Context: an optimization exercise on an open-source flow, tuned for small area. The choices shown serve that exercise and are no tape-out recipe.
The RTL was checked by simulation tests, not by an equivalence proof against the original design.
Power figures rest on the tool's default switching activity, not on a simulated workload.

Design angle_slew_limiter_unit, start of the top module:
module angle_slew_limiter_unit
(
    input  logic               clk,
    input  logic               rst_n,
    input  logic               cfg_valid,
    output logic               cfg_ready,
    input  logic [31:0]        cfg_max_rate,
    input  logic               frame_valid,
    output logic               frame_ready,
    input  logic signed [15:0] frame_tgt_x,
    input  logic signed [15:0] frame_tgt_y,
    input  logic signed [15:0] frame_src_x,
    input  logic signed [15:0] frame_src_y,
    input  logic [31:0]        frame_stamp_us,
    output logic               result_valid,
    input  logic               result_ready,
    output logic signed [15:0] result_angle,
    output logic               result_was_limited,
    output logic               result_was_held
);
For scale: about 680 cells after synthesis, ~170 flip-flops, about 150 I/O pins, about 8100 um^2 of cells after synthesis.
Settings: LEC_CHECK=0, CAP_MARGIN=20, CORE_MARGIN=2, CORE_UTILIZATION=65, SLEW_MARGIN=20; clock period 7.5 ns.
standard.sh (not shown) runs the stock make flow with config.mk's settings and CLKGATE_MAP_FILE= SYNTH_SCRIPT=/design/flow/synth_recipe.tcl, a recipe that flattens the netlist after the stock synthesis.
==> flow/flow/run.sh <==
#!/bin/bash
# Layout: the standard flow (standard.sh) unchanged, except that
#  - the port buffers that global placement inserts are buf_1 cells, and
#  - clock tree synthesis uses clkbuf_8 buffers and adds no dummy loads.
export BUFFER_PORTS_ARGS="-buffer_cell sky130_fd_sc_hd__buf_1"
export CTS_ARGS="-sink_clustering_enable -repair_clock_nets -buf_list sky130_fd_sc_hd__clkbuf_8 -dont_use_dummy_load"
bash standard.sh "$@" > run_standard.log 2>&1
Change:
--- a/flow/design.v
+++ b/flow/design.v
@@ -298,18 +298,19 @@
     logic [5:0]  cnt_q, cnt_n;
     logic [31:0] rate_q, rate_n;
     logic [16:0] lr_q, lr_n;        
     logic        rok_q, lok_q;        
     logic        xnz_q, hz_q, hz_n;
     logic [15:0] cur_q, cur_n;
     logic        rv_q, rv_n;
     logic        lim_q, lim_n;
     logic [16:0] xn_q, yn_q, x_q, y_q, l_q, l_n, h_q, h_n;
+    logic [33:0] rg_q;              
     logic        cx_q, cx_n, cy_q, cy_n, cl_q, cl_n, ch_q, ch_n;
     logic        dir_q, dir_n, ysgn_q, ysgn_n, ynz_q, ynz_n;
     logic        bw_q, bw_n, dq0_q, dd1_q, dd2_q, rc1n_q, rc2n_q;
     logic        sat_q, sat_n, dneg_q, dneg_n;
     logic        b1_q, b1_n, b2_q, b2_n, c3_q, c3_n;
     wire ph0  = (ph_q == 5'd0);
     wire ph15 = (ph_q == 5'd15);
     wire ph16 = ph_q[4];
     wire cord    = (st_q == S_CORD);
@@ -400,18 +401,20 @@
         begin
             la = 1'b1;    lb = 1'b0;
         end
     end
     wire clu = ph0 ? lc0 : cl_q;
     wire chu = ph0 ? hc0 : ch_q;
     logic zl, zh;
     assign {cl_n, zl} = {1'b0, la} + {1'b0, lb} + {1'b0, clu};
     assign {ch_n, zh} = {1'b0, ha} + {1'b0, hb} + {1'b0, chu};
+    localparam logic [33:0] RPOL = 34'h000300400;
+    assign {yn_q, xn_q} = rg_q ^ RPOL;
     assign x_q = ~xn_q;
     assign y_q = ~yn_q;
     wire [33:0] ccn = {yn_q, xn_q};
     wire        lsh  = mul & ~cnt_q[5];
     wire        stb  = frame_stamp_us[cnt_q[4:0]];
     wire        l0   = lok_q & (cnt_q[4] ? h_q[2] : l_q[1]);
     wire        bwu  = (cnt_q == 6'd0) ? 1'b0 : bw_q;
     wire        d0  = lsh & (stb ^ l0 ^ bwu);
     assign bw_n = (~stb & l0) | (~(stb ^ l0) & bwu);
@@ -582,31 +585,30 @@
             if (cfg_valid)
                 rok_q <= 1'b1;
             if (pb && ph16)
                 lok_q <= 1'b1;
             rv_q   <= rv_n;
         end
     end
     always_ff @(posedge clk)
     begin
-        xn_q   <= ccn_n[16:0];
+        rg_q   <= ccn_n ^ RPOL;
         rate_q <= rate_n;
         lr_q   <= lr_n;
         cur_q  <= cur_n;
         xnz_q  <= ph0 ? xin : (xnz_q | xin);
         hz_q   <= hz_n;
         cnt_q  <= cnt_n;
         dq0_q  <= d0;
         dd1_q  <= dq0_q;
         dd2_q  <= dd1_q;
         rc1n_q <= mcn[11];
         rc2n_q <= mcn[22];
-        yn_q   <= ccn_n[33:17];
         l_q    <= l_n;
         h_q    <= h_n;
         cx_q   <= cx_n;
         cy_q   <= cy_n;
         cl_q   <= cl_n;
         ch_q   <= ch_n;
         dir_q  <= dir_n;
         ysgn_q <= ysgn_n;
         ynz_q  <= ynz_n;
Routed wire length is lower by a little under a tenth. Fmax is lower by a few percent. Global-route usage is lower by 2.0 points. Cell area is lower slightly. First-iteration DRC count is lower by about a fifth. Register-to-register slack got worse by 0.14 ns. Worst setup slack got worse by 0.14 ns. Power is higher by well over a third. Combinational power is higher to 7.7 times its value. Worst hold slack improved by 0.022 ns. Critical path depth is lower by 1. Sequential power is higher by a quarter to a third.

---

Another version of the RTL of angle_slew_limiter_unit (not shown whole).
For scale: roughly 670 cells after synthesis, roughly 170 flip-flops, roughly 8100 sq um of cells after synthesis.
export LEC_CHECK = 0
export CAP_MARGIN = 20
export CORE_MARGIN = 2
export CORE_UTILIZATION = 65
export SLEW_MARGIN = 20
create_clock -name core_clock -period 7.5 [get_ports {clk}]
Scripts as last shown in full above: flow/flow/run.sh
The starting point completed with no timing, DRC or antenna violations.
Then changed:
--- a/flow/design.v
+++ b/flow/design.v
@@ -289,47 +289,47 @@
     localparam logic [2:0] S_CORD = 3'd1;
     localparam logic [2:0] S_MUL  = 3'd2;
     localparam logic [2:0] S_WAIT = 3'd3;
     localparam logic [2:0] S_PA   = 3'd4;
     localparam logic [2:0] S_PB   = 3'd5;
     localparam logic [2:0] S_ACC  = 3'd6;
     localparam logic [2:0] S_MW   = 3'd7;
     logic [2:0]  st_q, st_n;
     logic [4:0]  ph_q, ph_n;
     logic [5:0]  cnt_q, cnt_n;
-    logic        vec_q, vec_n;
     logic [31:0] rate_q, rate_n;
     logic [16:0] lr_q, lr_n;        
     logic        rz_q, lz_q, cz_q;    
     logic        xnz_q, hz_q, hz_n;
     logic [15:0] cur_q, cur_n;
     logic        rv_q, rv_n;
     logic        lim_q, lim_n;
     logic [16:0] xn_q, yn_q, x_q, y_q, l_q, l_n, h_q, h_n;
     logic        cx_q, cx_n, cy_q, cy_n, cl_q, cl_n, ch_q, ch_n;
     logic        dir_q, dir_n, ysgn_q, ysgn_n, ynz_q, ynz_n;
     logic        bw_q, bw_n, dq0_q, dd1_q, dd2_q, rc1n_q, rc2n_q;
     logic        sat_q, sat_n, dneg_q, dneg_n;
     logic        b1_q, b1_n, b2_q, b2_n, c3_q, c3_n;
     wire ph0  = (ph_q == 5'd0);
     wire ph15 = (ph_q == 5'd15);
     wire ph16 = ph_q[4];
     wire cord    = (st_q == S_CORD);
-    wire ld      = cord && (cnt_q == 6'd0);
-    wire it      = cord && (cnt_q != 6'd0);
-    wire xy_live = cord && (cnt_q != 6'd16);
+    wire vec_q   = cnt_q[5];
+    wire ld      = cord && (cnt_q[4:0] == 5'd0);
+    wire it      = cord && (cnt_q[4:0] != 5'd0);
+    wire xy_live = cord && (cnt_q[4:0] != 5'd16);
     wire mul     = (st_q == S_MUL);
     wire pa      = (st_q == S_PA);
     wire pb      = (st_q == S_PB);
     wire [3:0] cc4 = cnt_q[3:0];    
     wire        inj_t = (st_q == S_MW) && ph16;
-    wire        inj_s = cord && !vec_q && (cnt_q == 6'd16) && ph16;
+    wire        inj_s = cord && (cnt_q == 6'd16) && ph16;
     wire [33:0] vin_t = {frame_tgt_y[15], frame_tgt_y, frame_tgt_x[15], frame_tgt_x};
     wire [33:0] vin_s = {frame_src_y[15], frame_src_y, frame_src_x[15], frame_src_x};
     logic [33:0] vin;
     always_comb
         for (int m = 0; m <= 33; m++)
             vin[m] = (inj_t & vin_t[m]) | (inj_s & vin_s[m]);
     wire        neg = vec_q ? frame_src_x[15] : frame_tgt_x[15];
     logic [15:0] xr, yr;
     always_comb
         for (int c = 0; c < 16; c++)
@@ -504,55 +504,49 @@
         end
     end
     assign cfg_ready   = 1'b1;
     assign frame_ready = (st_q == S_ACC);
     assign rate_n = cfg_valid ? cfg_max_rate : rate_q;
     assign ph_n   = ph16 ? 5'd0 : (ph_q + 5'd1);
     always_comb
     begin
         st_n  = st_q;
         cnt_n = cnt_q;
-        vec_n = vec_q;
         rv_n  = rv_q & ~result_ready;
         case (st_q)
             S_IDLE:
                 if (frame_valid && ph15 && !rv_q)
                 begin
                     st_n  = S_MUL;
                     cnt_n = 6'd0;
                 end
             S_CORD:
                 if (ph16)
                 begin
                     if (cnt_q == 6'd16)
-                    begin
-                        cnt_n = 6'd0;
-                        if (!vec_q)
-                            vec_n = 1'b1;
-                        else
-                            st_n = S_WAIT;
-                    end
+                        cnt_n = 6'd32;
+                    else if (cnt_q == 6'd48)
+                        st_n = S_WAIT;
                     else
                         cnt_n = cnt_q + 6'd1;
                 end
             S_MUL:
             begin
                 cnt_n = cnt_q + 6'd1;
                 if (cnt_q == 6'd63)
                     st_n = S_MW;
             end
             S_MW:
                 if (ph16)
                 begin
                     st_n  = S_CORD;
                     cnt_n = 6'd0;
-                    vec_n = 1'b0;
                 end
             S_WAIT:
                 if (ph16)
                 begin
                     st_n  = S_PA;
                     cnt_n = 6'd0;
                 end
             S_PA:
             begin
                 if (!ph16)
@@ -602,21 +596,20 @@
     end
     always_ff @(posedge clk)
     begin
         xn_q   <= ccn_n[16:0];
         rate_q <= rate_n;
         lr_q   <= lr_n;
         cur_q  <= cur_n;
         xnz_q  <= ph0 ? xin : (xnz_q | xin);
         hz_q   <= hz_n;
         cnt_q  <= cnt_n;
-        vec_q  <= vec_n;
         dq0_q  <= d0;
         dd1_q  <= dq0_q;
         dd2_q  <= dd1_q;
         rc1n_q <= mcn[11];
         rc2n_q <= mcn[22];
         yn_q   <= ccn_n[33:17];
         l_q    <= l_n;
         h_q    <= h_n;
         cx_q   <= cx_n;
         cy_q   <= cy_n;
Result:
- The changed run went through all stages and came out clean
- routed wire length falls by about 6%
- global-route usage is lower by 1.7 points
- count of clock-buffer cells in the layout does not change
- critical path depth falls by 5
- via count fell by about 1.5%
- total power falls by about 44%
- die area is lower by 0.44%
- area after synthesis goes down by about 0.46%
- utilization rises by 0.17 points
- setup slack improved by 220 ps

[separate check: timing with driven ports]
The results above use ideal ports. As a check the final layouts listed here were re-extracted and re-timed, cells and wires unchanged. Step 1 assumes that a clkbuf_16 drives the clock port and a buf_2 every other input. Step 2 moves the port delays by t, midway between the first and last clock arrival at a register: inputs arrive t later, outputs are due t later. That takes back most of the time a late clock gives input paths. a / b / c = no drivers / after step 1 / after step 2; a / b = the first two.
run | t (ns) | slack for setup (ns) | worst slew at a driven data input, ns
the first run of note 1 | 0.480 | 1.240 / 1.240 / 1.240 | 0.04
the second run of note 1 | 0.464 | 1.100 / 1.100 / 1.100 | 0.05
the first run of note 2 | 0.474 | 1.077 / 1.077 / 1.077 | 0.04
the second run of note 2 | 0.473 | 1.298 / 1.298 / 1.298 | 0.04
After both steps every run listed still meets setup and hold.
